Background: an optimization exercise with open tools, aiming at small area, a short achievable clock period and few clock cycles per item. Do not read the settings as production practice. Function was checked by simulation only, so behaviour that the tests miss may differ from the original. No activity file was given, so power comes from the tool's default toggle rates.

<file path="flow/run.sh">
#!/bin/bash
# Standard layout (the standard.sh, unchanged synthesis) with two changes: a larger setup
# repair margin, so that repair_timing works the paths down to about 3.1 ns, and the smallest
# plain buffer (buf_1) for the port buffers that global placement puts on every input and
# output. All of make's output (every ORFS step, OpenROAD and Yosys) goes to flow_make.log
# here; ORFS also keeps its per-step logs under orfs/logs.
set -euo pipefail
bash standard.sh "BUFFER_PORTS_ARGS=-buffer_cell sky130_fd_sc_hd__buf_1" SETUP_SLACK_MARGIN=5.9 finish > flow_make.log 2>&1
</file>
<file path="standard.sh">
#!/bin/bash
# synth_recipe.tcl (not shown) runs the flow's synth.tcl, then flattens the netlist and writes it again
# the make line also repeats each setting of config.mk as NAME=value (left out here)
make -C /OpenROAD-flow-scripts/flow DESIGN_CONFIG=/design/flow/config.mk WORK_HOME=/design/flow/orfs CLKGATE_MAP_FILE= SYNTH_SCRIPT=/design/flow/synth_recipe.tcl "${@:-finish}"
</file>
<file path="config.mk">
export PLATFORM = sky130hd
export DESIGN_NAME = low_band_energy_beat_detector_core
export DESIGN_NICKNAME = low_band_energy_beat_detector_core
export VERILOG_FILES = /design/flow/design.v
export SDC_FILE = /design/flow/constraint.sdc
export NUM_CORES = 4
export LEC_CHECK = 0
export CAP_MARGIN = 20
export CORE_MARGIN = 2
export CORE_UTILIZATION = 55
export CTS_CLUSTER_DIAMETER = 80
export CTS_CLUSTER_SIZE = 30
export PLACE_DENSITY = 0.7
export SLEW_MARGIN = 20
</file>
<file path="constraint.sdc">
create_clock -name core_clock -period 9.0 [get_ports {clk}]
set_input_delay 1.8000 -clock core_clock [delete_from_list [all_inputs] [get_ports {clk}]]
set_output_delay 1.8000 -clock core_clock [all_outputs]
set_load 0.01 [all_outputs]
</file>
<file path="design.v">
`timescale 1ns / 1ps
package lbed_pkg;
	localparam int STRIDE     = 16;
	localparam int MAX_GROUPS = 4096;
	localparam int SAMPLE_W = 16;
	localparam int TIME_W   = 48;
	localparam int LEVEL_W  = 20;
	localparam int IVL_W    = 16;
	localparam int CFG_W    = 20;
	localparam int CFG_IDX_W = 1;
	localparam int FILL_W = $clog2(STRIDE);
	localparam int SUM_W  = SAMPLE_W + FILL_W;
	localparam int CNT_W  = $clog2(MAX_GROUPS + 1);
	localparam int PROD_W = 2 * SUM_W - 1;
	localparam int ACC_W  = PROD_W + CNT_W - 1;
	localparam int SQ_W   = ACC_W + (ACC_W % 2);
	localparam int ROOT_W = SQ_W / 2;
	localparam int REM_W  = ROOT_W + 2;
	localparam int SUB_W  = (REM_W > CNT_W + 1) ? REM_W : CNT_W + 1;
	localparam int STEP_W = $clog2(SQ_W + 1);
	localparam logic [CFG_IDX_W-1:0] REG_RISE_THRESHOLD = 1'b0;
	localparam logic [CFG_IDX_W-1:0] REG_MIN_INTERVAL   = 1'b1;
	typedef struct packed {
		logic             start;
		logic [ACC_W-1:0] dividend;
		logic [CNT_W-1:0] divisor;
	} ds_req_t;
	typedef struct packed {
		logic              done;
		logic [ROOT_W-1:0] root;
	} ds_rsp_t;
endpackage
`timescale 1ns / 1ps
import lbed_pkg::*;
module lbed_divsqrt
(
	input  logic        clk,
	input  logic        load,
	input  logic        run,
	input  logic        phase,
	input  logic [50:0] dividend,
	input  logic [12:0] divisor,
	output logic [19:0] root,
	output logic        rbit
);
	logic [11:0] rem_q;    
	logic [38:0] num_q;    
	logic [1:0]  qb_q;     
	logic [20:0] srem_q;   
	logic [19:0] root_q;
	logic [13:0] dtry;
	logic        qbit;
	logic [22:0] sopa;
	logic [23:0] stry;
	logic        sbit;
	assign dtry = {1'b0, rem_q, num_q[38]} - {1'b0, divisor};
	assign qbit = ~dtry[13];
	assign sopa = {srem_q, qb_q};
	assign stry = {1'b0, sopa} - {2'b00, root_q, 2'b01};
	assign sbit = ~stry[23];
	always_ff @(posedge clk) begin
		if (load) begin
			rem_q <= dividend[50:39];
			num_q <= dividend[38:0];
			qb_q  <= '0;
		end else begin
			rem_q <= qbit ? dtry[11:0] : {rem_q[10:0], num_q[38]};
			num_q <= {num_q[37:0], 1'b0};
			qb_q  <= {qb_q[0], qbit};
		end
		if (load) begin
			srem_q <= '0;
			root_q <= '0;
		end else if (run && phase) begin
			srem_q <= sbit ? stry[20:0] : sopa[20:0];
			root_q <= {root_q[18:0], sbit};
		end
	end
	assign root = root_q;
	assign rbit = sbit;
endmodule
module lbed_rca #(
	parameter int W = 8
) (
	input  logic [W-1:0] a,
	input  logic [W-1:0] b,
	input  logic         ci,
	output logic [W-1:0] s,
	output logic         co
);
	logic [W:0] c;
	assign c[0] = ci;
	for (genvar i = 0; i < W; i++) begin : g_bit
		assign s[i]   = a[i] ^ b[i] ^ c[i];
		assign c[i+1] = (a[i] & b[i]) | (c[i] & (a[i] ^ b[i]));
	end
	assign co = c[W];
endmodule
`timescale 1ns / 1ps
import lbed_pkg::*;
module low_band_energy_beat_detector_core
(
	input  logic                 clk,
	input  logic                 arst_n,
	input  logic                 cfg_we,
	input  logic [lbed_pkg::CFG_IDX_W-1:0] cfg_index,
	input  logic [lbed_pkg::CFG_W-1:0]     cfg_wdata,
	input  logic                 s_tvalid,
	output logic                 s_tready,
	input  logic [63:0]          s_tdata,    
	input  logic                 s_tlast,    
	output logic                 m_tvalid,
	input  logic                 m_tready,
	output logic [23:0]          m_tdata,    
	output logic                 m_tuser     
);
	localparam logic [2:0] D_IDLE = 3'd0;
	localparam logic [2:0] D_WAIT = 3'd1;
	localparam logic [2:0] D_RUN  = 3'd2;
	localparam logic [2:0] D_OUT  = 3'd3;
	logic [19:0] thr_q;
	logic [15:0] ivl_q;
	logic [19:0] gs_q;
	logic [3:0]  fill_q;
	logic [12:0] cnt_q;
	logic [15:0] x_q;        
	logic        xv_q;       
	logic        xc_q;       
	logic        xl_q;       
	logic        held_q;
	logic        e_q;        
	logic        e_d;
	logic [3:0]  fill_d;
	logic        tl;
	logic        move_h;
	logic        move_e;
	logic        demp_q;     
	logic [47:0] ta_q;
	logic [50:0] acc_q;
	logic        rst_q;      
	logic        acc_c_q;
	logic        mbusy_q;
	logic        own_q;      
	logic [3:0]  mstep_q;
	logic [19:0] mm_q;
	logic [19:0] mh_q;       
	logic [19:0] ml_q;
	logic        mneg_q;
	logic        mtwo_q;
	logic        mone_q;
	logic [2:0]  dst_q;
	logic [2:0]  dst_d;
	logic        held_d;
	logic        rdy_q;      
	logic        mv_q;       
	logic [5:0]  dc_q;
	logic [12:0] dn_q;
	logic [47:0] tq_q;
	logic [47:0] lb_q;
	logic [19:0] prev_q;     
	logic        hp_q;
	logic        beat_q;
	logic        valid_q;
	logic        gc_q;
	logic        gt_q;
	logic        gnz_q;
	logic        rpos_q;
	logic        rneg_q;
	logic        rd_q;
	logic [19:0] root;
	logic        sbit;
	logic        dfree;
	logic        accept;
	logic        take;
	logic        close;
	logic        move;
	logic        xfer;
	logic        mdone;
	logic        sstep;
	logic [19:0] new_sum;
	logic [12:0] cnt_inc;
	logic [21:0] ppx;
	logic [21:0] msum;
	logic [38:0] prod;
	logic [38:0] acc_sum;
	logic [5:0]  acc_co;
	logic [11:0] acc_inc;
	logic [47:0] el;
	logic [11:0] el_co;
	logic [3:0]  gtc;
	logic [7:0]  enz;
	logic        rise;
	logic        beat;
	logic        taken;
	logic [2:0]  rt;        
	assign dfree    = (dst_q == D_IDLE) || (dst_q == D_OUT && m_tready);
	assign s_tready = rdy_q;
	assign accept   = s_tvalid && s_tready;
	assign take     = !cnt_q[12] || held_q;
	assign close    = accept && take && (fill_q == 4'd15);
	assign move_h   = held_q && dfree;
	assign move_e   = !held_q && e_q && dfree;
	assign move     = move_h || move_e;
	assign tl       = accept && s_tlast;
	assign mdone    = mbusy_q && (mstep_q == 4'd15);
	assign xfer     = (dst_q == D_WAIT) && !own_q;
	assign fill_d   = tl ? 4'd0 : (accept && take) ? fill_q + 4'd1 : fill_q;
	assign new_sum  = gs_q + {{4{x_q[15]}}, x_q};
	assign cnt_inc  = cnt_q + 13'd1;
	always_ff @(posedge clk or negedge arst_n) begin
		if (!arst_n) begin
			thr_q <= '0;
			ivl_q <= '0;
		end else if (cfg_we) begin
			if (cfg_index[0])
				ivl_q <= cfg_wdata[15:0];
			else
				thr_q <= cfg_wdata;
		end else if (sstep) begin
			thr_q <= {thr_q[18:0], thr_q[19]};
		end
	end
	always_ff @(posedge clk or negedge arst_n) begin
		if (!arst_n) begin
			fill_q <= '0;
			cnt_q  <= '0;
			held_q <= 1'b0;
			e_q    <= 1'b0;
			xv_q   <= 1'b0;
			xc_q   <= 1'b0;
			xl_q   <= 1'b0;
		end else begin
			fill_q <= fill_d;
			if (move)
				cnt_q <= '0;
			else if (close)
				cnt_q <= cnt_inc;
			held_q <= held_d;
			e_q    <= e_d;
			xv_q <= accept && take;
			xc_q <= close;
			xl_q <= accept && s_tlast;
		end
	end
	always_ff @(posedge clk) begin
		x_q <= s_tdata[15:0];
		if (xc_q || xl_q || rst_q)
			gs_q <= '0;
		else if (xv_q)
			gs_q <= new_sum;
	end
	assign ppx  = mtwo_q ? {mm_q[19], mm_q, 1'b0} : mone_q ? {{2{mm_q[19]}}, mm_q} : 22'd0;
	assign msum = {{2{mh_q[19]}}, mh_q} + (ppx ^ {22{mneg_q}}) + {21'd0, mneg_q};
	always_ff @(posedge clk or negedge arst_n) begin
		if (!arst_n) begin
			mbusy_q <= 1'b0;
			own_q   <= 1'b0;
		end else begin
			if (xc_q)
				mbusy_q <= 1'b1;
			else if (mdone)
				mbusy_q <= 1'b0;
			if (move)
				own_q <= move_h && (xc_q || (mbusy_q && !mdone));
			else if (mdone)
				own_q <= 1'b0;
		end
	end
	always_ff @(posedge clk) begin
		if (xc_q) begin
			mstep_q <= '0;
			mm_q    <= new_sum;
			ml_q    <= new_sum;
			mh_q    <= '0;
		end else if (mbusy_q) begin
			mstep_q <= mstep_q + 4'd1;
			if (!mstep_q[3] || mstep_q[2:1] == 2'b00) begin
				mh_q   <= msum[21:2];
				ml_q   <= {msum[1:0], ml_q[19:2]};
			end
		end
		if (xc_q) begin
			mneg_q <= new_sum[1];
			mtwo_q <= new_sum[1] && !new_sum[0];
			mone_q <= new_sum[0];
		end else begin
			mneg_q <= ml_q[3] && !(ml_q[2] && ml_q[1]);
			mtwo_q <= (ml_q[3:2] == 2'b01 && ml_q[1]) || (ml_q[3:2] == 2'b10 && !ml_q[1]);
			mone_q <= ml_q[2] ^ ml_q[1];
		end
	end
	assign prod    = {mh_q[18:0], ml_q};
	for (genvar k = 0; k < 5; k++) begin : g_acc
		lbed_rca #(.W(7)) u_add (
			.a  (acc_q[7*k +: 7]),
			.b  (prod[7*k +: 7]),
			.ci ((k == 0) ? 1'b0 : acc_c_q),
			.s  (acc_sum[7*k +: 7]),
			.co (acc_co[k])
		);
	end
	lbed_rca #(.W(4)) u_add_top (
		.a  (acc_q[38:35]),
		.b  (prod[38:35]),
		.ci (acc_c_q),
		.s  (acc_sum[38:35]),
		.co (acc_co[5])
	);
	assign acc_inc = acc_q[50:39] + {11'd0, acc_co[5]};
	always_ff @(posedge clk or negedge arst_n) begin
		if (!arst_n)
			rst_q <= 1'b1;
		else
			rst_q <= 1'b0;
	end
	always_ff @(posedge clk) begin
		if ((xfer && !demp_q) || rst_q) begin
			acc_q <= '0;
		end else if (mbusy_q) begin
			unique case (mstep_q)
				4'd10: acc_q[6:0]   <= acc_sum[6:0];
				4'd11: acc_q[13:7]  <= acc_sum[13:7];
				4'd12: acc_q[20:14] <= acc_sum[20:14];
				4'd13: acc_q[27:21] <= acc_sum[27:21];
				4'd14: acc_q[34:28] <= acc_sum[34:28];
				4'd15: acc_q[50:35] <= {acc_inc, acc_sum[38:35]};
				default: ;
			endcase
		end
	end
	always_ff @(posedge clk) begin
		unique case (mstep_q)
			4'd10:   acc_c_q <= acc_co[0];
			4'd11:   acc_c_q <= acc_co[1];
			4'd12:   acc_c_q <= acc_co[2];
			4'd13:   acc_c_q <= acc_co[3];
			default: acc_c_q <= acc_co[4];
		endcase
	end
	assign sstep = (dst_q == D_RUN) && dc_q[0];
	lbed_divsqrt u_divsqrt (
		.clk      (clk),
		.load     (xfer),
		.run      (dst_q == D_RUN),
		.phase    (dc_q[0]),
		.dividend (acc_q),
		.divisor  (dn_q),
		.root     (root),
		.rbit     (sbit)
	);
	assign rt = {rd_q, 1'b0} + {1'b0, sbit} + 3'd2 - {2'b00, prev_q[19]} - {2'b00, thr_q[19]};
	always_ff @(posedge clk) begin
		if (xfer) begin
			rpos_q <= 1'b0;
			rneg_q <= 1'b0;
			rd_q   <= 1'b0;
		end else if (sstep && !rpos_q && !rneg_q) begin
			rpos_q <= (rt >= 3'd4);
			rneg_q <= (rt < 3'd2);
			rd_q   <= (rt == 3'd3);
		end
	end
	assign rise = rpos_q || (!rneg_q && rt >= 3'd3);
	for (genvar k = 0; k < 12; k++) begin : g_el
		lbed_rca #(.W(4)) u_sub (
			.a  (tq_q[4*k +: 4]),
			.b  (~lb_q[4*k +: 4]),
			.ci ((k == 0) ? 1'b1 : gc_q),
			.s  (el[4*k +: 4]),
			.co (el_co[k])
		);
	end
	always_comb begin
		for (int k = 0; k < 4; k++) begin
			logic g;
			g = (k == 0) ? 1'b0 : gt_q;
			for (int i = 4*k; i < 4*k+4; i++)
				g = (el[i] && !ivl_q[i]) || (!(el[i] ^ ivl_q[i]) && g);
			gtc[k] = g;
		end
		for (int k = 0; k < 8; k++)
			enz[k] = (el[16+4*k +: 4] != 4'd0);
	end
	always_ff @(posedge clk) begin
		if (dst_q == D_RUN && dc_q[5:4] == 2'd0 && dc_q[3:2] != 2'd3) begin
			gc_q <= el_co[dc_q[3:0]];
			if (dc_q[3:2] == 2'd0)
				gt_q <= gtc[dc_q[1:0]];
			if (dc_q[3:0] == 4'd0)
				gnz_q <= 1'b0;
			else if (dc_q[3:2] != 2'd0)
				gnz_q <= gnz_q || enz[dc_q[3:0] - 4'd4];
		end
	end
	assign beat = hp_q && rise && (gt_q || gnz_q);
	assign taken = (dst_q == D_OUT) && m_tready;
	always_ff @(posedge clk or negedge arst_n) begin
		if (!arst_n) begin
			dst_q   <= D_IDLE;
			rdy_q   <= 1'b1;
			mv_q    <= 1'b0;
			hp_q    <= 1'b0;
			lb_q    <= '0;
		end else begin
			if (taken && beat_q)
				lb_q <= tq_q;
			if (taken && valid_q)
				hp_q <= 1'b1;
			dst_q <= dst_d;
			rdy_q <= !e_d && (!held_d || fill_d != 4'd15);
			mv_q  <= (dst_d == D_OUT);
		end
	end
	always_comb begin
		dst_d = dst_q;
		unique case (dst_q)
			D_IDLE: if (move) dst_d = D_WAIT;
			D_WAIT: if (!own_q) dst_d = (dn_q == '0) ? D_OUT : D_RUN;
			D_RUN:  if (dc_q == 6'd39) dst_d = D_OUT;
			D_OUT:  if (m_tready) dst_d = move ? D_WAIT : D_IDLE;
			default: dst_d = D_IDLE;
		endcase
		held_d = held_q ? !move_h : tl;
		e_d    = move_e ? 1'b0 : (e_q || (tl && held_q));
	end
	always_ff @(posedge clk) begin
		dc_q <= (dst_q == D_RUN) ? dc_q + 6'd1 : 6'd0;
		if (tl && !held_q)
			ta_q <= s_tdata[63:16];
		if (move_h)
			tq_q <= ta_q;
		if (move) begin
			dn_q   <= move_h ? cnt_q : 13'd0;
			demp_q <= move_e;
		end
		if (xfer) begin
			valid_q <= (dn_q != '0);
			beat_q  <= 1'b0;
		end else if (dst_q == D_RUN && dc_q == 6'd39) begin
			beat_q  <= beat;
		end
		if (taken && valid_q)
			prev_q <= root;
		else if (sstep)
			prev_q <= {prev_q[18:0], 1'b0};
	end
	assign m_tvalid = mv_q;
	assign m_tdata  = {3'b000, root, beat_q};
	assign m_tuser  = valid_q;
endmodule
</file>
==> out/results.ini, run 1 <==
[worst_setup_path]
critPathCaptureType=register
critPathKind=reg2reg
worst-path-buf-inv=2
critical-path-max-stage-delay_ns=0.48
critPathTopFamily=adder cells
cp-start-kind=register
worstPathCellList=fa_2, fa_2, fa_2, fa_2, fa_2, fa_2, inv_2, fa_2, inv_2, a221o_1, a32o_1
crit_required_ns=9.49
critPathMostFrequentCell=fa_2
slowest_stage=edfxtp_1
cp.arrival_ns=4.11
crit_fanout=2

[route]
wl_um=49100
drc_errors=0
viasPerCell=5.40
vias=16700
routedWlPerCell_um=15.9
drt_pass1_iterations=5
drt_iter0_drc=1008
ant_nets=0

[sta]
setup_tns_ns=0
worst_slack_ns=5.39
max_freq_mhz=277
finClkSkew_ns=0.0369
slew_violations=0
min_period_ns=3.61
final-setup-viol-count=0
rsz0062_at_grt=true
hold_violations=0
fin_hold_ws_ns=0.426
tightest_slew_ns=0.962
fin_crit_sh_pct=40.1
relSlewSlack_pct=35.9

[logic_synthesis]
synth-seq-area-share_pct=50.1
synth_top_flop_cell=dfxtp_1
synth_area_per_cell_um2=10.6
ys_top_cells_by_area=edfxtp_1 21%, dfxtp_1 18%, dfrtp_1 11%
synthDominantCellAreaShare_pct=20.9
synth_edf_count=174
synthArstFlopShare_pct=22.6
syn_inst=2353
yosysTopAreaCell=edfxtp_1
yosys.cell_types.count=86
synth_seq_cells=508
synth_warnings=2
syn_area_mm2=0.0250

[global_routing]
grt_pass1_vias=16600
grt_pass1_wl_um=81700
grt_max_degree=82
grt_overflow=0
grt_antenna_before_repair=0
track_usage_pct=20.9

[clocking]
cts_root_buffer=clkbuf_16
clock_path_buffers=3
clock-sinks=508
clk_latency_ns=0.61
numCtsBuffers=28
cts_tree=yes
h-tree-depth=1
clk_pin_slew_worst_paths_ns=0.11

[floorplanning]
die_x_um=217
start_util_pct=55.3
dieArea_mm2=0.0471
num_rows=78
coreArea_mm2=0.0451
fp.dieH_um=217
num_io_pins=118

[cells_and_area]
final_net_count=2749
num_antenna_cells=0
drive_gt1_share_pct=14.1
area_delta_synth_final_pct=12.3
final_cells=3088

[place]
pre_cts_ws_ns=4.51
globalplace.congestion=0.859
dp_cells=2982
hpwl_um=34000
port_buffers=114

[worst_hold_path]
hold_path_class=reg2reg

[power]
netSwitchingPower_mw=2.69
seq_power_share_pct=38.6
vdd_ir_drop_max_uv=279
p_per_area_mw_per_mm2=267
p_total_mw=7.47
p_leak_nw=11.5
switching_share_pct=36.0
comb_power_share_pct=40.6
clockPowerShare_pct=20.8
p_int_mw=4.78

[flow_run]
max_cap_viol_count=0

[status]
outcome=timing/DRC/antenna clean

-- final cells by class --
type	count	area [um2]
clock buffers	32	737
multi-input cells	1573	12000
fillers	3629	17100
inverters	175	657
clock inverters	20	315
repair buffers	180	996
well taps	600	751
flip-flops and latches	508	12500
-- per-layer routing --
metal | vias to the layer above | track usage [%] | wire length, um
li1 | 8290 | - | -
met1 | 8063 | 29.5 | 23000
met2 | 255 | 34.9 | 23400
met3 | 69 | 1.97 | 1670
met4 | 0 | 5.57 | 1070
met5 | - | 0 | 0
-- stage by stage --
step                      cell area, um2  utilization, %
final                              28000            62.1
after floorplan                    25300               -
after CTS                          27500            61.0
after global routing               28000            62.1
after global placement             26100            57.9
after detailed placement           26100            58.0
-- worst paths after layout --
| path | depth (start not counted) | from | endpoint | slack (ns) |
|---|---|---|---|---|
| worst min-delay path | 2 | u_divsqrt.num_q[2]$_DFF_P_ | u_divsqrt.num_q[3]$_DFF_P_ | 0.43 |
| worst min register to register | 2 | u_divsqrt.num_q[2]$_DFF_P_ | u_divsqrt.num_q[3]$_DFF_P_ | 0.43 |
| max in group asynchronous | 3 | arst_n | xc_q$_DFF_PN0_ | 6.64 |
| worst max-delay path | 11 | ml_q[7]$_DFFE_PP_ | acc_c_q$_DFF_P_ | 5.39 |
| min in group asynchronous | 2 | arst_n | thr_q[17]$_DFFE_PN0P_ | 1.32 |
| worst max register to register | 11 | ml_q[7]$_DFFE_PP_ | acc_c_q$_DFF_P_ | 5.39 |
-- cells in the mapped netlist, drive strengths merged (11+ instances only) --
| cell type | n |
|---|---|
| edfxtp | 174 |
| a21o | 33 |
| xnor2 | 64 |
| a21oi | 148 |
| clkbuf | 90 |
| nor2 | 109 |
| and3 | 30 |
| a211oi | 21 |
| mux2 | 61 |
| fa | 89 |
| nand3 | 31 |
| xor2 | 39 |
| or3 | 13 |
| o21bai | 11 |
| mux2i | 64 |
| nand4 | 20 |
| nand2b | 15 |
| dfxtp | 219 |
| o21ai | 136 |
| nor2b | 20 |
| inv | 175 |
| nand2 | 376 |
| a22oi | 18 |
| nor3 | 14 |
| buf | 13 |
| dfrtp | 113 |
| ha | 103 |
| and2 | 20 |
| o21a | 11 |
-- kinds of logic (layout without fill, tap and decap cells) --
| group | count (synthesis) | after routing | synth area share, % |
|---|---|---|---|
| AOI/OAI and AO/OA | 455 | 457 | 11.6 |
| xor gates and xnor gates | 104 | 104 | 3.71 |
| adders and majority gates | 192 | 192 | 12.3 |
| buffers and inverters | 278 | 407 | 4.35 |
| DFF | 508 | 508 | 50.1 |
| muxes | 128 | 128 | 5.59 |
| other | 1 | 5 | 0.0150 |
| and+or+nand+nor | 687 | 687 | 12.4 |
-- cells in the final DEF (no fill, tap or decap), types with 13 or more instances in the layout --
master       n
nor2b_1     17
buf_1      111
nand2b_1    15
o21ai_0    123
and3_1      30
nand2_1    370
nand3_1     29
ha_1        91
xor2_1      39
clkbuf_16   29
a21oi_1    141
fa_2        48
a22oi_1     14
xnor2_1     62
mux2_2      60
fa_1        41
nor2_1     106
dfxtp_1    200
a21o_1      33
dfrtp_1    112
buf_4       56
inv_1      164
mux2i_1     64
edfxtp_1   174
nor3_1      13
and2_1      18
nand4_1     20
-- power by group through the flow --
stage          logic [mW]  clock network (mW)  registers, mW
2_1_floorplan        2.26                   0           2.86
3_3_place_gp         2.59                   0           2.92
3_5_place_dp         2.66                   0           2.93
4_1_cts              2.83                1.60           2.88
5_1_grt              3.35                1.68           2.92
6_report             3.03                1.55           2.89
-- worst min-delay path, stage by stage (launching register included) --
cell and delay [ns]:
dfxtp_1 0.31, nand2_1 0.05, nand2_1 0.05
-- what timing repair did --
action                                  CTS  global route
hold endpoints to repair                  0             0
endpoints found under the setup margin  148            94
resized for setup                        34            75
pin swaps                                18            57
hold buffers                              0             0
cloned                                    2             1
setup buffers                            19            32
-- flip-flops by register name (all words and copies together), names as in the netlist, 20 cells and up --
signal,cells
gs_q,20
ml_q,20
mm_q,20
u_divsqrt.srem_q,21
tq_q,48
u_divsqrt.root_q,20
acc_q,51
ta_q,48
u_divsqrt.num_q,39
prev_q,20
mh_q,20
lb_q,48
thr_q,20
Testbench counts, summed over its fixed seeds: cycles 69,432, items 68,461.
==> run 2, diff against run 1 <==
--- a/design.v
+++ b/design.v
@@ -138,7 +138,7 @@
 	logic [47:0] ta_q;
 	logic [50:0] acc_q;
 	logic        rst_q;      
-	logic        acc_c_q;
+	logic [4:0]  acc_c_q;
 	logic        mbusy_q;
 	logic        own_q;      
 	logic [3:0]  mstep_q;
@@ -294,7 +294,7 @@
 		lbed_rca #(.W(7)) u_add (
 			.a  (acc_q[7*k +: 7]),
 			.b  (prod[7*k +: 7]),
-			.ci ((k == 0) ? 1'b0 : acc_c_q),
+			.ci ((k == 0) ? 1'b0 : acc_c_q[k-1]),
 			.s  (acc_sum[7*k +: 7]),
 			.co (acc_co[k])
 		);
@@ -302,7 +302,7 @@
 	lbed_rca #(.W(4)) u_add_top (
 		.a  (acc_q[38:35]),
 		.b  (prod[38:35]),
-		.ci (acc_c_q),
+		.ci (acc_c_q[4]),
 		.s  (acc_sum[38:35]),
 		.co (acc_co[5])
 	);
@@ -313,8 +313,10 @@
 		else
 			rst_q <= 1'b0;
 	end
-	always_ff @(posedge clk) begin
-		if ((xfer && !demp_q) || rst_q) begin
+	always_ff @(posedge clk or negedge arst_n) begin
+		if (!arst_n) begin
+			acc_q <= '0;
+		end else if (xfer && !demp_q) begin
 			acc_q <= '0;
 		end else if (mbusy_q) begin
 			unique case (mstep_q)
@@ -329,13 +331,7 @@
 		end
 	end
 	always_ff @(posedge clk) begin
-		unique case (mstep_q)
-			4'd10:   acc_c_q <= acc_co[0];
-			4'd11:   acc_c_q <= acc_co[1];
-			4'd12:   acc_c_q <= acc_co[2];
-			4'd13:   acc_c_q <= acc_co[3];
-			default: acc_c_q <= acc_co[4];
-		endcase
+		acc_c_q <= acc_co[4:0];
 	end
 	assign sstep = (dst_q == D_RUN) && dc_q[0];
 	lbed_divsqrt u_divsqrt (
==> run 2 against run 1 <==
Sequential share of layout area increased by 0.97 points. Clock power increased by 5%. Fmax increased by 11%. Utilization increased by 0.13 points. Largest cell class unchanged.
==> out/results.ini, run 2 <==
[status]
outcome=timing/DRC/antenna clean

[logic_synthesis]
yosysTopAreaCell=edfxtp_1
synthDominantCellAreaShare_pct=20.8  ; -0.13 points
synth-seq-area-share_pct=51.1  ; +1.0 points
synthArstFlopShare_pct=32.4  ; +9.8 points
yosysMostFrequentCell=nand2_1
ys_top_cells_by_area=edfxtp_1 21%, dfrtp_1 16%, dfxtp_1 14%
synth_top_flop_cell=edfxtp_1
synth_warnings=2  ; unchanged
synth_common_cells=295 x nand2_1, 212 x inv_1, 174 x edfxtp_1
syn_inst=2351  ; -0.085%
synth_area_per_cell_um2=10.7  ; +0.73%
syn_area_mm2=0.0251  ; +0.64%
synth_seq_cells=512  ; +0.79%
synth_edf_count=174  ; unchanged
yosys.cell_types.count=84  ; -2.3%

[clocking]
clock-sinks=512  ; +0.79%
cts_root_buffer=clkbuf_16
cts_tree=yes
h-tree-depth=1  ; unchanged
clk_latency_ns=0.61  ; about the same
clk_pin_slew_worst_paths_ns=0.11  ; about the same
numCtsBuffers=30  ; +7.1%
clock_path_buffers=3  ; unchanged

[cells_and_area]
nFillCells=3659  ; +0.83%
final_net_count=2749  ; unchanged
area_delta_synth_final_pct=12.0
num_antenna_cells=0  ; unchanged
multi_input_area_mm2=0.0116  ; -3.4%
largest_register_ffs=51  ; unchanged
final_common_cell=nand2_1
top_register=acc_q
final_area_mm2=0.0281  ; +0.43%
layout.cells.most_common_list=291 x nand2_1, 200 x inv_1, 174 x edfxtp_1
seq_area_mm2=0.0129  ; +2.6%
drive_gt1_share_pct=13.7  ; -0.49 points

[sta]
max_freq_mhz=306  ; +11%
fin_crit_sh_pct=36.3  ; -3.8 points
setup_tns_ns=0  ; unchanged
min_period_ns=3.27  ; -0.343 ns
hold_violations=0  ; unchanged
rsz0062_at_grt=true
slew_violations=0  ; unchanged
relSlewSlack_pct=32.1  ; -3.8 points
final-setup-viol-count=0  ; unchanged
tightest_slew_ns=1.02  ; +0.0571 ns
finClkSkew_ns=0.0210  ; -0.0159 ns

[worst_setup_path]
crit_fanout=7  ; +5
cp-start-kind=register
critPathKind=reg2reg
critical-path-max-stage-delay_ns=0.55  ; +0.07 ns
crit_required_ns=9.54  ; +0.05 ns
critPathTopFamily=simple AND/OR/NAND/NOR gates
critPathMostFrequentCell=a21oi_2
cp.arrival_ns=3.81  ; -0.30 ns
worst-path-buf-inv=1  ; -1
slowest_stage=fa_2
worstPathCellList=ha_4, nand2_2, nand2_1, a21oi_2, o21ai_1, or4b_1, o21ai_2, clkinv_4, fa_2, a21oi_1, nor2_1, nor2_2, or3_1, a21oi_2
critPathCaptureType=register

[floorplanning]
fp.dieH_um=218  ; +0.31%
coreArea_mm2=0.0452  ; +0.22%
start_util_pct=55.6  ; +0.23 points
num_io_pins=118  ; unchanged
die_x_um=218  ; +0.31%
num_rows=78  ; unchanged
dieArea_mm2=0.0474  ; +0.63%

[global_routing]
grt_antenna_before_repair=0  ; unchanged
grt_max_degree=84  ; +2.4%
grt_overflow=0  ; unchanged
track_usage_pct=21.2  ; +0.27 points
grt_pass1_wl_um=83100  ; +1.6%
grt_pass1_vias=16900  ; +2.0%

[place]
port_buffers=114  ; unchanged
placed_area_mm2=0.0262  ; +0.12%
globalplace.congestion=0.875  ; +1.9%
hpwl_um=34000  ; -0.11%

[route]
drc_errors=0  ; unchanged
viasPerCell=5.42  ; +0.39%
ant_nets=0  ; unchanged
drt_pass1_iterations=5  ; unchanged
wl_um=49400  ; +0.58%
vias=16800  ; +0.46%
routedWlPerCell_um=16.0  ; +0.52%
drt_iter0_drc=912  ; -9.5%

[flow_run]
max_cap_viol_count=0  ; unchanged

[worst_hold_path]
hold_path_class=reg2reg

[power]
p_leak_nw=11.6  ; +1.1%
p_per_area_mw_per_mm2=259  ; -3.0%
p_total_mw=7.27  ; -2.6%
vdd_ir_drop_max_uv=200  ; -28%

==> run 2: cell count changes after synthesis, sizes merged, moves of 8 or more <==
| cell | previous run | this run |
|---|---|---|
| a211oi | 21 | 38 |
| a21o | 33 | 23 |
| a21oi | 148 | 130 |
| clkbuf | 90 | 82 |
| dfrtp | 113 | 164 |
| dfxtp | 219 | 172 |
| inv | 175 | 212 |
| mux2i | 64 | 73 |
| nand2 | 376 | 295 |
| nor2 | 109 | 173 |
| nor3 | 14 | 27 |
| o21ai | 136 | 144 |
==> run 2: cell families (layout without fill, tap and decap cells) <==
logic type / Yosys count / count (layout) / synth area share [%]
AO/OA/AOI/OAI: 440 / 441 / 10.9
XOR/XNOR: 102 / 102 / 3.56
adder cells (fa/ha/maj): 192 / 192 / 12.2
buffers and inverters: 311 / 445 / 4.80
flip-flops: 512 / 512 / 51.1
multiplexers: 132 / 132 / 5.73
other: 1 / 5 / 0.0149
AND/OR/NAND/NOR: 661 / 661 / 11.7
==> run 2: tightest hold or removal path: stages, from the launching register on <==
cell     delay (ns)
dfxtp_1        0.31
nand2_1        0.05
nand2_1        0.04
==> run 2: layout make-up <==
cell class                      count  share of cell area [%]
Clock buffer                       33                    2.82
Clock inverter                     23                    1.25
Inverter                          213                    2.87
Multi-Input combinational cell   1533                    41.3
Sequential cell                   512                    45.7
Tap cell                          600                    2.67
Timing Repair Buffer              176                    3.41
==> run 2: repair_timing <==
action	in CTS	in global routing
gates cloned	1	0
gates resized for setup	53	69
buffers inserted	24	23
endpoints found under the setup margin	107	68
hold buffers	0	0
pin swaps	19	32
==> run 2: per-layer routing <==
metal / track usage [%] / vias to the layer above / wire, um
met5: 0 / - / 0
met4: 5.39 / 0 / 1300
met3: 2.32 / 78 / 1390
met2: 37.0 / 264 / 24500
met1: 28.4 / 8163 / 22300
li1: - / 8248 / -
==> run 2: power by group <==
group	leakage [nW]	switching (mW)	internal [mW]
clock	0.558	0.906	0.728
sequential	5.22	0.199	2.69
combinational	5.79	1.55	1.20
total	11.6	2.65	4.62
==> run 2: worst paths after layout <==
path / from / end / slack, ns / cells past startpoint
min in group asynchronous: arst_n / lb_q[40]$_DFFE_PN0P_ / 1.24 / 1
setup reg to reg: u_divsqrt.srem_q[14]$_SDFFE_PP0P_ / beat_q$_SDFFE_PP0P_ / 5.73 / 14
hold / removal: u_divsqrt.num_q[24]$_DFF_P_ / u_divsqrt.num_q[25]$_DFF_P_ / 0.42 / 2
setup / recovery: u_divsqrt.srem_q[14]$_SDFFE_PP0P_ / beat_q$_SDFFE_PP0P_ / 5.73 / 14
max in group asynchronous: arst_n / ivl_q[9]$_DFFE_PN0P_ / 6.29 / 2
hold reg to reg: u_divsqrt.num_q[24]$_DFF_P_ / u_divsqrt.num_q[25]$_DFF_P_ / 0.42 / 2
==> run 2: metrics by stage <==
step	hold WS, ns	cells	worst slack, ns	util (%)
finish	0.417	3090	5.73	62.3
global route	0.428	3090	5.54	62.3
CTS	0.419	3067	5.71	61.3
detailed placement	0.405	2986	4.51	57.9
global placement	0.401	2984	4.60	57.9
floorplan	0.399	2355	5.73	-
Testbench counts of run 2, summed over its fixed seeds: cycles 69,432, items 68,461.
==> run 3, diff against run 2 <==
--- a/config.mk
+++ b/config.mk
@@ -7,8 +7,8 @@
 export LEC_CHECK = 0
 export CAP_MARGIN = 20
 export CORE_MARGIN = 2
-export CORE_UTILIZATION = 55
+export CORE_UTILIZATION = 68
 export CTS_CLUSTER_DIAMETER = 80
 export CTS_CLUSTER_SIZE = 30
-export PLACE_DENSITY = 0.7
+export PLACE_DENSITY = 0.8
 export SLEW_MARGIN = 20
==> run 3 against run 2 <==
Still clean. Global-route usage up 5.4 points. Sequential share of layout area up 0.077 points. Synthesized cell count unchanged. Power up 2.3%. Synthesized area unchanged. Worst setup slack better by 0.065 ns. Fmax up 2.0%. Non-clock buffer count up 18. Utilization up 15 points. Worst hold slack worse by 0.019 ns. Highest routed layer unchanged.
==> out/results.ini, run 3 <==
[logic_synthesis]
synth-seq-area-share_pct=51.1  ; unchanged
synth_common_cells=295 x nand2_1, 212 x inv_1, 174 x edfxtp_1
synthDominantCellAreaShare_pct=20.8  ; unchanged
ys_top_cells_by_area=edfxtp_1 21%, dfrtp_1 16%, dfxtp_1 14%
synth_seq_cells=512  ; unchanged
yosys.cell_types.count=84  ; unchanged
synth_edf_count=174  ; unchanged
synth_area_per_cell_um2=10.7  ; unchanged
synth_warnings=2  ; unchanged
synthXorXnorAreaFrac_pct=3.56  ; unchanged
synthArstFlopShare_pct=32.4  ; unchanged
synth_compound_area_share_pct=10.9  ; unchanged
synth_top_family_by_area=adder cells
yosysTopAreaCell=edfxtp_1
synth_fa_ha_area_share_pct=12.2  ; unchanged
synth_simple_gate_area_share_pct=11.7  ; unchanged
syn_inst=2351  ; unchanged
syn_area_mm2=0.0251  ; unchanged
yosysMostFrequentCell=nand2_1
synthMuxAreaShare_pct=5.73  ; unchanged
synth_top_flop_cell=edfxtp_1

[sta]
max_freq_mhz=312  ; +2.0%
hold_violations=0  ; unchanged
min_period_ns=3.20  ; -0.0650 ns
tightest_slew_ns=1.03  ; +0.00933 ns
final-setup-viol-count=0  ; unchanged
rsz0062_at_grt=true
fin_crit_sh_pct=35.6  ; -0.72 points
relSlewSlack_pct=31.5  ; -0.62 points
worst_slack_ns=5.80  ; +0.0650 ns
setup_tns_ns=0  ; unchanged
fin_hold_ws_ns=0.398  ; -0.0187 ns
slew_violations=0  ; unchanged
finClkSkew_ns=0.0262  ; +0.00513 ns

[place]
port_buffers=114  ; unchanged
dp_cells=2853  ; -4.5%
placed_area_mm2=0.0260  ; -0.72%
hpwl_um=33400  ; -1.5%
globalplace.congestion=0.900  ; +2.9%
pre_cts_ws_ns=4.54  ; +0.0366 ns

[worst_setup_path]
crit_fanout=3  ; -4
worstPathCellList=buf_6, buf_4, fa_2, inv_1, fa_2, fa_2, fa_1, nand4b_1, mux4_2, o22ai_2, o21ai_0
critPathMostFrequentCell=fa_2
crit_required_ns=9.32  ; -0.22 ns
critPathCaptureType=register
critPathKind=reg2reg
critical-path-max-stage-delay_ns=0.52  ; -0.03 ns
cp-start-kind=register
cp.arrival_ns=3.53  ; -0.28 ns
slowest_stage=mux4_2
reg2reg_depth=11  ; -3

[cells_and_area]
largest_register_ffs=51  ; unchanged
top_register=acc_q
nFillCells=2342  ; -36%
layout.cells.most_common_list=289 x nand2_1, 198 x inv_1, 174 x edfxtp_1
area_delta_synth_final_pct=11.8
final_common_cell=nand2_1
num_antenna_cells=0  ; unchanged
seq_area_mm2=0.0129  ; about the same
drive_gt1_share_pct=14.2  ; +0.57 points
final_area_mm2=0.0281  ; -0.19%
final_net_count=2765  ; +0.58%
multi_input_area_mm2=0.0117  ; +0.74%
final_cells=2970  ; -3.9%

[power]
p_leak_nw=11.6  ; +0.46%
vdd_ir_drop_max_uv=328  ; +64%
netSwitchingPower_mw=2.67  ; +0.79%
switching_share_pct=35.9  ; -0.53 points
comb_power_share_pct=41.3  ; +3.5 points
seq_power_share_pct=38.9  ; -0.9 points
p_int_mw=4.77  ; +3.1%
p_per_area_mw_per_mm2=265  ; +2.5%
clockPowerShare_pct=19.8  ; -2.7 points

[clocking]
clk_pin_slew_worst_paths_ns=0.11  ; about the same
h-tree-depth=1  ; unchanged
clk_latency_ns=0.59  ; -0.02 ns
clock_path_buffers=3  ; unchanged
clock-sinks=512  ; unchanged
cts_root_buffer=clkbuf_16
cts-hold-fix-buffers=0  ; unchanged
cts_tree=yes
numCtsBuffers=26  ; -13%

[route]
drt_iter0_drc=1168  ; +28%
viasPerCell=5.83  ; +7.5%
vias=17300  ; +3.4%
drt_pass1_iterations=5  ; unchanged
drc_errors=0  ; unchanged
wl_um=51300  ; +3.8%
ant_nets=0  ; unchanged
routedWlPerCell_um=17.3  ; +8.0%

[worst_hold_path]
whs_path_depth=0  ; -2
hold_path_class=reg2reg

[flow_run]
max_cap_viol_count=0  ; unchanged

[global_routing]
grt_pass1_wl_um=84000  ; +1.2%
grt_antenna_before_repair=0  ; unchanged
track_usage_pct=26.6  ; +5.4 points
grt_overflow=0  ; unchanged
grt_pass1_vias=17500  ; +3.4%
grt_max_degree=85  ; +1.2%

[floorplanning]
die_x_um=196  ; -9.9%
fp.dieH_um=196  ; -9.9%
num_io_pins=118  ; unchanged
dieArea_mm2=0.0385  ; -19%
start_util_pct=68.8  ; +13 points
coreArea_mm2=0.0365  ; -19%
num_rows=70  ; -10%

[status]
outcome=timing/DRC/antenna clean

-- run 3: power by group through the flow --
| stage | registers [mW] | logic (mW) | clock network (mW) |
|---|---|---|---|
| after floorplan | 2.86 | 1.98 | 0 |
| after global placement | 2.92 | 2.32 | 0 |
| after detailed placement | 2.94 | 2.39 | 0 |
| after CTS | 2.89 | 2.92 | 1.50 |
| after global routing | 2.93 | 3.36 | 1.57 |
| final | 2.89 | 3.07 | 1.47 |
-- run 3: per-layer routing --
layer | routed length, um | up-vias | global-route usage, % | part of all wire (%)
li1 | - | 8288 | - | -
met1 | 21800 | 8526 | 34.9 | 43
met2 | 26000 | 394 | 47.3 | 51
met3 | 1880 | 107 | 2.54 | 3.7
met4 | 1630 | 0 | 7.69 | 3.2
met5 | 0 | - | 0 | 0
-- run 3: logic make-up (layout without fill, tap and decap cells) --
family | count (synthesis) | in the layout
AND/OR/NAND/NOR | 661 | 662
buffers and inverters | 311 | 455
AO/OA/AOI/OAI | 440 | 442
multiplexers | 132 | 132
other | 1 | 5
XOR/XNOR | 102 | 102
flip-flops | 512 | 512
adder cells (fa/ha/maj) | 192 | 192
-- run 3: cell type report --
| cell class | count | area share (%) |
|---|---|---|
| Clock buffer | 30 | 2.37 |
| Clock inverter | 18 | 1.01 |
| Inverter | 213 | 2.90 |
| Multi-Input combinational cell | 1535 | 41.7 |
| Sequential cell | 512 | 45.8 |
| Tap cell | 468 | 2.08 |
| Timing Repair Buffer | 194 | 4.19 |
-- run 3: path summary, 6_finish.rpt --
path | startpoint | to | slack (ns)
worst max-delay path | gc_q$_DFFE_PP_ | gnz_q$_SDFFCE_PN0P_ | 5.80
worst min-delay path | ta_q[46]$_DFFE_PP_ | tq_q[46]$_DFFE_PP_ | 0.40
worst max register to register | gc_q$_DFFE_PP_ | gnz_q$_SDFFCE_PN0P_ | 5.80
worst min register to register | ta_q[46]$_DFFE_PP_ | tq_q[46]$_DFFE_PP_ | 0.40
max in group asynchronous | arst_n | acc_q[23]$_DFFE_PN0P_ | 6.53
min in group asynchronous | arst_n | thr_q[7]$_DFFE_PN0P_ | 1.24
-- run 3: worst max-delay path: cells and delay by family, from the launching register on --
family,cells,cell delay [ns]
AOI/OAI and AO/OA,2,0.18
adders and majority gates,4,1.37
buffers and inverters,3,0.33
DFF,1,0.41
muxes,1,0.52
and+or+nand+nor,1,0.11
-- run 3: stage by stage --
step / util (%) / total power, mW
after CTS: 75.6 / 7.31
final: 76.9 / 7.44
after global placement: 71.1 / 5.25
after global routing: 76.9 / 7.86
after detailed placement: 71.1 / 5.33
after floorplan: - / 4.85
-- run 3: what timing repair did --
item / in CTS / in global routing
pin swaps: 32 / 30
endpoints found under the setup margin: 172 / 46
gates resized for setup: 81 / 68
buffers inserted: 39 / 24
gates cloned: 2 / 3
==> run 4, diff against run 3 <==
--- a/design.v
+++ b/design.v
@@ -192,7 +192,9 @@
 	logic        rise;
 	logic        beat;
 	logic        taken;
-	logic [2:0]  rt;        
+	logic [2:0]  rt0;       
+	logic [2:0]  rt1;       
+	logic        rpos_n, rneg_n, rd_n, rlast;
 	assign dfree    = (dst_q == D_IDLE) || (dst_q == D_OUT && m_tready);
 	assign s_tready = rdy_q;
 	assign accept   = s_tvalid && s_tready;
@@ -344,19 +346,24 @@
 		.root     (root),
 		.rbit     (sbit)
 	);
-	assign rt = {rd_q, 1'b0} + {1'b0, sbit} + 3'd2 - {2'b00, prev_q[19]} - {2'b00, thr_q[19]};
+	assign rt0 = {rd_q, 1'b0} + 3'd2 - {2'b00, prev_q[19]} - {2'b00, thr_q[19]};
+	assign rt1 = rt0 + 3'd1;
+	assign rpos_n = sbit ? (rt1 >= 3'd4) : (rt0 >= 3'd4);
+	assign rneg_n = sbit ? (rt1 < 3'd2)  : (rt0 < 3'd2);
+	assign rd_n   = sbit ? (rt1 == 3'd3) : (rt0 == 3'd3);
+	assign rlast  = sbit ? (rt1 >= 3'd3) : (rt0 >= 3'd3);
 	always_ff @(posedge clk) begin
 		if (xfer) begin
 			rpos_q <= 1'b0;
 			rneg_q <= 1'b0;
 			rd_q   <= 1'b0;
 		end else if (sstep && !rpos_q && !rneg_q) begin
-			rpos_q <= (rt >= 3'd4);
-			rneg_q <= (rt < 3'd2);
-			rd_q   <= (rt == 3'd3);
+			rpos_q <= rpos_n;
+			rneg_q <= rneg_n;
+			rd_q   <= rd_n;
 		end
 	end
-	assign rise = rpos_q || (!rneg_q && rt >= 3'd3);
+	assign rise = rpos_q || (!rneg_q && rlast);
 	for (genvar k = 0; k < 12; k++) begin : g_el
 		lbed_rca #(.W(4)) u_sub (
 			.a  (tq_q[4*k +: 4]),
--- a/config.mk
+++ b/config.mk
@@ -7,8 +7,8 @@
 export LEC_CHECK = 0
 export CAP_MARGIN = 20
 export CORE_MARGIN = 2
-export CORE_UTILIZATION = 68
+export CORE_UTILIZATION = 55
 export CTS_CLUSTER_DIAMETER = 80
 export CTS_CLUSTER_SIZE = 30
-export PLACE_DENSITY = 0.8
+export PLACE_DENSITY = 0.7
 export SLEW_MARGIN = 20
==> run 4 against run 3 <==
Die area rose by 23%. Critical path depth fell by 2. Sequential power barely moved. Power fell by 0.27%. Worst setup slack improved by 0.040 ns. Worst hold slack improved by 0.0062 ns. Non-clock buffer count fell by 38. Synthesized area did not move. Fmax rose by 1.3%. Largest cell class unchanged. Largest power group is now registers.
==> out/results.ini, run 4 <==
[status]
outcome=timing/DRC/antenna clean

[clocking]
numCtsBuffers=30  ; +15%
cts_root_buffer=clkbuf_16
clock_path_buffers=3  ; unchanged
clk_pin_slew_worst_paths_ns=0.11  ; about the same
clk_latency_ns=0.62  ; +0.03 ns
cts-hold-fix-buffers=0  ; unchanged
clock-sinks=512  ; unchanged
cts_tree=yes
h-tree-depth=1  ; unchanged

[sta]
slew_violations=0  ; unchanged
min_period_ns=3.16  ; -0.0398 ns
max_freq_mhz=316  ; +1.3%
tightest_slew_ns=1.02  ; -0.00456 ns
rsz0062_at_grt=true
final-setup-viol-count=0  ; unchanged
relSlewSlack_pct=31.0  ; -0.42 points
fin_crit_sh_pct=35.2  ; -0.44 points
finClkSkew_ns=0.0225  ; -0.00366 ns
hold_violations=0  ; unchanged
fin_hold_ws_ns=0.404  ; +0.00623 ns
setup_tns_ns=0  ; unchanged

[global_routing]
grt_antenna_before_repair=0  ; unchanged
grt_overflow=0  ; unchanged
grt_pass1_wl_um=84300  ; +0.29%
grt_max_degree=97  ; +14%
grt_pass1_vias=17100  ; -2.4%
track_usage_pct=21.7  ; -4.9 points

[logic_synthesis]
yosys.cell_types.count=81  ; -3.6%
yosysMostFrequentCell=nand2_1
syn_area_mm2=0.0251  ; unchanged
yosysTopAreaCell=edfxtp_1
synth-seq-area-share_pct=51.1  ; unchanged
synth_common_cells=291 x nand2_1, 221 x inv_1, 174 x edfxtp_1
synthArstFlopShare_pct=32.4  ; unchanged
synth_top_flop_cell=edfxtp_1
synth_warnings=2  ; unchanged
synth_edf_count=174  ; unchanged
synth_area_per_cell_um2=10.7  ; +0.43%
synthDominantCellAreaShare_pct=20.8  ; unchanged
synth_seq_cells=512  ; unchanged
ys_top_cells_by_area=edfxtp_1 21%, dfrtp_1 16%, dfxtp_1 14%
syn_inst=2341  ; -0.43%

[place]
placed_area_mm2=0.0261  ; +0.34%
globalplace.congestion=0.876  ; -2.7%
hpwl_um=34500  ; +3.2%
port_buffers=114  ; unchanged

[worst_setup_path]
cp-start-kind=register
crit_fanout=3  ; unchanged
r2r_end=gt_q$_DFFE_PP_
reg2reg_depth=9  ; -2
r2r_start=gc_q$_DFFE_PP_
cp.arrival_ns=3.54  ; about the same
r2r_slack_ns=5.84  ; +0.04 ns
critPathCaptureType=register
crit_required_ns=9.37  ; +0.05 ns
critPathKind=reg2reg

[floorplanning]
dieArea_mm2=0.0474  ; +23%
coreArea_mm2=0.0452  ; +24%
num_io_pins=118  ; unchanged
fp.dieH_um=218  ; +11%
die_x_um=218  ; +11%
start_util_pct=55.6  ; -13 points
num_rows=78  ; +11%

[route]
drc_errors=0  ; unchanged
drt_pass1_iterations=5  ; unchanged
routedWlPerCell_um=16.4  ; -4.8%
ant_nets=0  ; unchanged
vias=16700  ; -3.8%
viasPerCell=5.43  ; -6.9%
drt_iter0_drc=1202  ; +2.9%
wl_um=50400  ; -1.7%

[power]
netSwitchingPower_mw=2.65  ; -0.72%
p_total_mw=7.42  ; -0.27%
clockPowerShare_pct=22.4  ; +2.6 points
p_int_mw=4.76  ; about the same
p_leak_nw=11.5  ; -0.94%
comb_power_share_pct=38.5  ; -2.8 points
seq_power_share_pct=39.0  ; about the same
p_per_area_mw_per_mm2=266  ; +0.52%
vdd_ir_drop_max_uv=323  ; -1.4%
switching_share_pct=35.8  ; -0.16 points

[worst_hold_path]
hold_path_class=reg2reg
holdPathEnd=tq_q[33]$_DFFE_PN_
min_from=ta_q[33]$_DFFE_PP_
whs_path_depth=0  ; unchanged

[cells_and_area]
num_antenna_cells=0  ; unchanged
drive_gt1_share_pct=10.7  ; -3.5 points
final_net_count=2730  ; -1.3%
final_common_cell=nand2_1
area_delta_synth_final_pct=11.0
top_register=acc_q
nFillCells=3613  ; +54%
largest_register_ffs=51  ; unchanged
final_area_mm2=0.0279  ; -0.78%
layout.cells.most_common_list=289 x nand2_1, 212 x inv_1, 174 x edfxtp_1

[flow_run]
max_cap_viol_count=0  ; unchanged

[run 4: cell types whose count changed after synthesis, moves of 5 or more]
cell      delta
o31ai_1      +6
a211oi_1     -5
clkbuf_1     -8
o21ai_0      +8
nand2b_1     -5
mux2i_1     +14
inv_1        +9
o21ai_1      +8
and2_1       -6
nor2_1      -13
nor3_1       -8
a21o_1      -11
[run 4: cell families (layout without fill, tap and decap cells)]
logic type	Yosys count	in the layout	synth area share, %
buffers and inverters	315	433	4.94
XOR/XNOR	100	100	3.49
adder cells (fa/ha/maj)	196	196	12.4
multiplexers	145	145	6.20
AO/OA/AOI/OAI	441	444	10.7
AND/OR/NAND/NOR	631	632	11.1
other	1	5	0.0149
flip-flops	512	512	51.1
[run 4: worst max-delay path by stage]
| stage | startpoint | endpoint | slack (ns) | cells after the start |
|---|---|---|---|---|
| 6_report | gc_q$_DFFE_PP_ | gt_q$_DFFE_PP_ | 5.84 | 9 |
| 5_1_grt | gc_q$_DFFE_PP_ | gnz_q$_SDFFCE_PN0P_ | 5.66 | 15 |
| 4_1_cts | acc_q[7]$_DFFE_PN0P_ | acc_q[13]$_DFFE_PN0P_ | 5.84 | 11 |
| 3_5_place_dp | mtwo_q$_DFF_P_ | mh_q[14]$_SDFFE_PP0P_ | 4.53 | 14 |
| 3_3_place_gp | m_tready | cnt_q[11]$_DFFE_PN0P_ | 4.84 | 9 |
| 2_1_floorplan | m_tready | cnt_q[11]$_DFFE_PN0P_ | 5.90 | 8 |
[run 4: metal layers]
metal  vias up  routed length [um]  global-route usage (%)
met3        77                1400                    2.04
met1      8123               23200                    29.9
li1       8195                   -                       -
met2       255               24600                    36.9
met5         -                   0                       0
met4         0                1180                    5.59
[run 4: area by class of cell]
type | count | area, um2 | area share, %
Multi-Input combinational cell | 1522 | 11500 | 41.2
Clock buffer | 32 | 790 | 2.83
Clock inverter | 24 | 364 | 1.31
Tap cell | 600 | 751 | 2.69
Timing Repair Buffer | 156 | 826 | 2.96
Inverter | 221 | 833 | 2.99
Sequential cell | 512 | 12800 | 46.1
[run 4: timing repair]
action / 4_1_cts / 5_1_grt
gates resized for setup: 65 / 35
buffers inserted: 16 / 13
pin swaps: 25 / 25
setup endpoints to repair: 133 / 119
cloned: 3 / 1
[run 4: power by group through the flow]
stage               Combinational [mW]  Clock, mW  Sequential, mW
floorplan                         2.16          0            2.87
global placement                  2.44          0            2.93
detailed placement                2.52          0            2.94
CTS                               2.71       1.71            2.90
global route                      3.16       1.78            2.93
finish                            2.86       1.67            2.90
[run 4: per-stage QoR]
step / utilization [%] / setup slack (ns) / cells
4_1_cts: 61.1 / 5.84 / 3052
3_5_place_dp: 57.7 / 4.53 / 2977
3_3_place_gp: 57.7 / 4.84 / 2977
6_report: 61.7 / 5.84 / 3067
2_1_floorplan: - / 5.90 / 2345
5_1_grt: 61.7 / 5.66 / 3067
[run 4: worst max-delay path, stage by stage (launching register included)]
cell,delay [ns]
edfxtp_1,0.40
buf_4,0.17
fa_1,0.38
fa_2,0.35
fa_2,0.34
fa_1,0.48
ha_1,0.31
a211oi_2,0.24
a21oi_1,0.06
a21o_1,0.19
Testbench counts of run 4, summed over its fixed seeds: cycles 69,432, items 68,461.
==> run 5, diff against run 4 <==
--- a/config.mk
+++ b/config.mk
@@ -12,3 +12,4 @@
 export CTS_CLUSTER_SIZE = 30
 export PLACE_DENSITY = 0.7
 export SLEW_MARGIN = 20
+export TNS_END_PERCENT = 5
==> run 5 against run 4 <==
Still clean. Clock skew shrank 0.0045 ns. Sequential power is essentially flat. Register-to-register slack lost 0.06 ns. Worst hold slack gained 0.018 ns. Die area is the same. Clock-buffer cell count grew 3. Fmax shrank 1.8%. Largest cell class unchanged. Largest power group unchanged.
==> out/results.ini, run 5 <==
[power]
switching_share_pct=35.3  ; -0.46 points
netSwitchingPower_mw=2.58  ; -2.9%
seq_power_share_pct=39.6  ; +0.6 points
clockPowerShare_pct=22.2  ; -0.2 points
p_int_mw=4.72  ; -0.91%
p_leak_nw=11.4  ; -0.81%
p_per_area_mw_per_mm2=264  ; -0.75%
comb_power_share_pct=38.2  ; -0.3 points
vdd_ir_drop_max_uv=265  ; -18%

[worst_setup_path]
critPathKind=reg2reg
crit_required_ns=9.37  ; about the same
worstPathCellList=buf_6, fa_1, fa_2, fa_2, fa_1, ha_1, a21oi_1, a211oi_1, a21o_1
startpoint=gc_q$_DFFE_PP_
critPathCaptureType=register
critical-path-max-stage-delay_ns=0.59  ; +0.11 ns
r2r_start=gc_q$_DFFE_PP_
cp.arrival_ns=3.60  ; +0.06 ns
cp-start-kind=register
slowest_stage=fa_1
crit_fanout=3  ; unchanged

[floorplanning]
num_io_pins=118  ; unchanged
start_util_pct=55.6  ; unchanged
fp.dieH_um=218  ; unchanged
coreArea_mm2=0.0452  ; unchanged
num_rows=78  ; unchanged
dieArea_mm2=0.0474  ; unchanged
die_x_um=218  ; unchanged

[logic_synthesis]
synth_top_flop_cell=edfxtp_1
synth_seq_cells=512  ; unchanged
synthDominantCellAreaShare_pct=20.8  ; unchanged
synth_edf_count=174  ; unchanged
synth_fa_ha_area_share_pct=12.4  ; unchanged
syn_inst=2341  ; unchanged
synth-seq-area-share_pct=51.1  ; unchanged
synthArstFlopShare_pct=32.4  ; unchanged
synth_warnings=2  ; unchanged
yosysTopAreaCell=edfxtp_1
synthXorXnorAreaFrac_pct=3.49  ; unchanged
synth_area_per_cell_um2=10.7  ; unchanged
yosysMostFrequentCell=nand2_1
synth_top_family_by_area=adder cells
synth_compound_area_share_pct=10.7  ; unchanged
synth_simple_gate_area_share_pct=11.1  ; unchanged
ys_top_cells_by_area=edfxtp_1 21%, dfrtp_1 16%, dfxtp_1 14%
synth_common_cells=291 x nand2_1, 221 x inv_1, 174 x edfxtp_1
yosys.cell_types.count=81  ; unchanged
syn_area_mm2=0.0251  ; unchanged
synthMuxAreaShare_pct=6.20  ; unchanged

[route]
routedWlPerCell_um=16.4  ; -0.49%
wl_um=50000  ; -0.82%
vias=16700  ; +0.23%
viasPerCell=5.46  ; +0.56%
drt_iter0_drc=1222  ; +1.7%
drt_pass1_iterations=5  ; unchanged
drc_errors=0  ; unchanged
ant_nets=0  ; unchanged

[sta]
hold_violations=0  ; unchanged
relSlewSlack_pct=27.3  ; -3.7 points
tightest_slew_ns=1.08  ; +0.0549 ns
max_freq_mhz=310  ; -1.8%
final-setup-viol-count=0  ; unchanged
fin_crit_sh_pct=35.8  ; +0.65 points
setup_tns_ns=0  ; unchanged
min_period_ns=3.22  ; +0.0581 ns
rsz0062_at_grt=true
finClkSkew_ns=0.0180  ; -0.00450 ns
slew_violations=0  ; unchanged

[place]
globalplace.congestion=0.853  ; -2.6%
hpwl_um=34300  ; -0.69%
port_buffers=114  ; unchanged

[status]
outcome=timing/DRC/antenna clean

[cells_and_area]
nFillCells=3705  ; +2.5%
final_common_cell=nand2_1
largest_register_ffs=51  ; unchanged
final_net_count=2719  ; -0.40%
area_delta_synth_final_pct=9.99
drive_gt1_share_pct=9.28  ; -1.4 points
utilization_pct=61.1  ; -0.54 points
top_register=acc_q
num_antenna_cells=0  ; unchanged
layout.cells.most_common_list=291 x nand2_1, 215 x inv_1, 174 x edfxtp_1

[flow_run]
max_cap_viol_count=0  ; unchanged

[clocking]
cts_tree=yes
numCtsBuffers=31  ; +3.3%
cts_root_buffer=clkbuf_16
cts-hold-fix-buffers=0  ; unchanged
clock-sinks=512  ; unchanged
clk_pin_slew_worst_paths_ns=0.09  ; -0.02 ns
clock_path_buffers=3  ; unchanged
h-tree-depth=1  ; unchanged
clk_latency_ns=0.62  ; about the same

[global_routing]
grt_pass1_wl_um=82800  ; -1.8%
track_usage_pct=21.2  ; -0.47 points
grt_overflow=0  ; unchanged
grt_max_degree=76  ; -22%
grt_pass1_vias=16600  ; -2.9%
grt_antenna_before_repair=0  ; unchanged

[worst_hold_path]
hold_path_class=reg2reg
min_from=ta_q[4]$_DFFE_PP_

-- run 5: cell types whose count changed in the layout (fill, tap and decap cells not counted), moves of 3 or more --
| cell | change |
|---|---|
| a211oi_1 | +3 |
| a211oi_2 | -3 |
| a21oi_1 | +4 |
| buf_4 | -11 |
| clkinv_2 | +3 |
| fa_1 | +5 |
| fa_2 | -5 |
| inv_1 | +3 |
| inv_16 | -7 |
| inv_2 | -4 |
| inv_6 | +3 |
| o21ai_0 | +3 |
-- run 5: layout make-up --
cell class              instances  area, um2  area share, %
multi-input cells            1522      11400           41.1
repair buffers                144        726           2.63
clock inverters                23        287           1.04
inverters                     221        837           3.03
flip-flops and latches        512      12800           46.4
well taps                     600        751           2.72
clock buffers                  35        832           3.01
-- run 5: what timing repair did --
action,4_1_cts,5_1_grt
buffers inserted,6,10
cloned,2,2
pin swaps,2,26
gates resized for setup,9,58
endpoints found under the setup margin,181,177
-- run 5: routing by layer --
layer | routed length (um) | part of all wire (%) | vias to the layer above | track usage, %
met3 | 1870 | 3.7 | 85 | 2.20
met1 | 22900 | 46 | 8121 | 29.6
met2 | 24200 | 48 | 303 | 35.3
li1 | - | - | 8179 | -
met5 | 0 | 0 | - | 0
met4 | 1110 | 2.2 | 0 | 6.00
-- run 5: power groups by stage --
stage	Sequential [mW]	Clock, mW	Combinational [mW]
after floorplan	2.87	0	2.16
after global placement	2.93	0	2.43
after detailed placement	2.94	0	2.52
after CTS	2.89	1.66	2.58
after global routing	2.93	1.74	3.09
final	2.89	1.62	2.78
-- run 5: kinds of logic after synthesis --
family | count (synthesis)
and+or+nand+nor | 631
DFF | 512
AOI/OAI and AO/OA | 441
buffers and inverters | 315
adders and majority gates | 196
muxes | 145
xor gates and xnor gates | 100
other | 1
-- run 5: worst max-delay path: cells and delay by family, from the launching register on --
family | cells | cell delay [ns]
compound gates | 3 | 0.42
fa+ha+maj | 5 | 1.96
buf+inv | 1 | 0.17
flops | 1 | 0.45
-- run 5: final timing paths --
check,to,slack [ns],depth (start not counted)
min in group asynchronous,lb_q[34]$_DFFE_PN0P_,1.21,1
max in group asynchronous,acc_q[24]$_DFFE_PN0P_,6.61,2
min reg2reg,tq_q[4]$_DFFE_PN_,0.42,0
max reg2reg,gt_q$_DFFE_PP_,5.78,9
min,tq_q[4]$_DFFE_PN_,0.42,0
max,gt_q$_DFFE_PP_,5.78,9
-- run 5: stage by stage --
| step | total power, mW | hold slack [ns] | instance area [um2] | setup slack [ns] | instances |
|---|---|---|---|---|---|
| after global placement | 5.36 | 0.401 | 26100 | 4.77 | 2978 |
| after CTS | 7.13 | 0.417 | 27300 | 5.64 | 3044 |
| after detailed placement | 5.46 | 0.405 | 26100 | 4.64 | 2978 |
| final | 7.30 | 0.422 | 27600 | 5.78 | 3057 |
| after floorplan | 5.03 | 0.399 | 25200 | 5.86 | 2345 |
| after global routing | 7.76 | 0.433 | 27600 | 5.67 | 3057 |
==> run 6, diff against run 5 <==
--- a/config.mk
+++ b/config.mk
@@ -7,9 +7,8 @@
 export LEC_CHECK = 0
 export CAP_MARGIN = 20
 export CORE_MARGIN = 2
-export CORE_UTILIZATION = 55
+export CORE_UTILIZATION = 68
 export CTS_CLUSTER_DIAMETER = 80
 export CTS_CLUSTER_SIZE = 30
-export PLACE_DENSITY = 0.7
+export PLACE_DENSITY = 0.8
 export SLEW_MARGIN = 20
-export TNS_END_PERCENT = 5
==> run 6 against run 5 <==
Synthesized cell count is the same. Worst setup slack gained 0.00077 ns. Via count grew 1.3%. Power shrank 1.7%. Utilization grew 14 points. Die area shrank 19%. Sequential share of layout area grew 0.36 points. Sequential power is essentially flat. Still clean on timing, DRC and antenna.
==> out/results.ini, run 6 <==
[sta]
worst_slack_ns=5.78  ; +0.000770 ns
slew_violations=0  ; unchanged
max_freq_mhz=310  ; about the same
tightest_slew_ns=1.03  ; -0.0448 ns
rsz0062_at_grt=true
relSlewSlack_pct=30.4  ; +3.0 points

[floorplanning]
num_io_pins=118  ; unchanged
start_util_pct=68.8  ; +13 points
coreArea_mm2=0.0365  ; -19%
fp.dieH_um=196  ; -9.9%
num_rows=70  ; -10%
dieArea_mm2=0.0385  ; -19%

[cells_and_area]
top_register=acc_q
utilization_pct=75.1  ; +14 points
num_antenna_cells=0  ; unchanged
final_common_cell=nand2_1
final_net_count=2723  ; +0.15%
nFillCells=2510  ; -32%
final_area_mm2=0.0274  ; -0.77%
area_delta_synth_final_pct=9.15
largest_register_ffs=51  ; unchanged

[logic_synthesis]
synth_area_per_cell_um2=10.7  ; unchanged
synth-seq-area-share_pct=51.1  ; unchanged
synth_common_cells=291 x nand2_1, 221 x inv_1, 174 x edfxtp_1
synthArstFlopShare_pct=32.4  ; unchanged
yosysTopAreaCell=edfxtp_1
yosys.cell_types.count=81  ; unchanged
syn_area_mm2=0.0251  ; unchanged
synth_warnings=2  ; unchanged
synth_top_flop_cell=edfxtp_1
yosysMostFrequentCell=nand2_1
synthDominantCellAreaShare_pct=20.8  ; unchanged
synth_seq_cells=512  ; unchanged

[worst_setup_path]
reg2reg_depth=9  ; unchanged
r2r_start=gc_q$_DFFE_PP_
r2r_slack_ns=5.78  ; about the same
critical-path-max-stage-delay_ns=0.48  ; -0.11 ns
crit_required_ns=9.35  ; -0.02 ns
crit_fanout=3  ; unchanged
critPathTopFamily=adder cells
r2r_end=gt_q$_DFFE_PP_
worstPathCellList=buf_4, fa_1, fa_2, fa_2, fa_1, ha_1, a211oi_1, a21oi_1, a21o_1
critPathKind=reg2reg

[power]
switching_share_pct=35.5  ; +0.14 points
vdd_ir_drop_max_uv=256  ; -3.4%
comb_power_share_pct=39.8  ; +1.6 points
p_int_mw=4.63  ; -1.9%
p_total_mw=7.18  ; -1.7%
seq_power_share_pct=40.3  ; +0.7 points
p_leak_nw=11.4  ; -0.33%
p_per_area_mw_per_mm2=262  ; -0.92%
netSwitchingPower_mw=2.55  ; -1.3%

[worst_hold_path]
holdPathEnd=u_divsqrt.num_q[26]$_DFF_P_
hold_path_class=reg2reg

[route]
drc_errors=0  ; unchanged
vias=16900  ; +1.3%
viasPerCell=5.79  ; +6.0%
routedWlPerCell_um=17.2  ; +5.2%
drt_pass1_iterations=5  ; unchanged

[status]
outcome=timing/DRC/antenna clean

[clocking]
clock_path_buffers=3  ; unchanged
clk_pin_slew_worst_paths_ns=0.11  ; +0.02 ns
h-tree-depth=1  ; unchanged
numCtsBuffers=25  ; -19%

[global_routing]
grt_pass1_wl_um=82200  ; -0.62%
grt_overflow=0  ; unchanged
grt_max_degree=97  ; +28%

[place]
hpwl_um=34200  ; -0.37%
dp_cells=2846  ; -4.4%
globalplace.congestion=0.879  ; +3.0%
pre_cts_ws_ns=4.70  ; +0.0591 ns

[run 6: worst min-delay path, delay by kind of cell, from the launching register on]
family	cells	cell delay, ns
flip-flops	1	0.30
AND/OR/NAND/NOR	2	0.09
[run 6: how the worst max path moves through the flow]
stage                                     start                    end  slack (ns)  cells past startpoint
final                            gc_q$_DFFE_PP_         gt_q$_DFFE_PP_        5.78                      9
after global routing             gc_q$_DFFE_PP_    gnz_q$_SDFFCE_PN0P_        5.63                     15
after CTS                 acc_q[21]$_DFFE_PN0P_  acc_q[27]$_DFFE_PN0P_        5.75                     11
after detailed placement         mtwo_q$_DFF_P_  mh_q[14]$_SDFFE_PP0P_        4.70                     14
after global placement           mtwo_q$_DFF_P_  mh_q[14]$_SDFFE_PP0P_        4.83                     14
after floorplan                        m_tready  cnt_q[11]$_DFFE_PN0P_        5.90                      8
[run 6: kinds of logic (layout without fill, tap and decap cells)]
| group | count (synthesis) | after routing | share of synthesized area [%] |
|---|---|---|---|
| DFF | 512 | 512 | 51.1 |
| and+or+nand+nor | 631 | 632 | 11.1 |
| adders and majority gates | 196 | 196 | 12.4 |
| AOI/OAI and AO/OA | 441 | 444 | 10.7 |
| buffers and inverters | 315 | 421 | 4.94 |
| xor gates and xnor gates | 100 | 100 | 3.49 |
| other | 1 | 5 | 0.0149 |
| muxes | 145 | 145 | 6.20 |
[run 6: repair_timing]
action | in CTS | in global routing
pin swaps | 11 | 22
gates cloned | 3 | 1
setup buffers | 14 | 12
resized for setup | 45 | 36
hold buffers | 0 | 0
setup endpoints to repair | 146 | 133
[run 6: routing by layer]
metal | share of wire [%] | track usage [%] | up-vias
met4 | 1.9 | 6.65 | 0
met1 | 45 | 36.4 | 8226
li1 | - | - | 8192
met3 | 4.6 | 2.68 | 70
met5 | 0 | 0 | -
met2 | 49 | 44.6 | 425
[run 6: layout make-up]
type                            count  area (um2)  share of cell area [%]
Sequential cell                   512       12800                    46.8
Clock buffer                       35         748                    2.73
Timing Repair Buffer              154         813                    2.97
Clock inverter                     11         171                   0.625
Multi-Input combinational cell   1522       11400                    41.7
Tap cell                          468         586                    2.14
Inverter                          221         833                    3.04
[run 6: power by group through the flow]
stage	sequential, mW	clock (mW)	combinational (mW)
2_1_floorplan	2.87	0	2.16
3_3_place_gp	2.93	0	2.42
3_5_place_dp	2.94	0	2.51
4_1_cts	2.89	1.45	2.70
5_1_grt	2.92	1.53	3.15
6_report	2.89	1.43	2.86
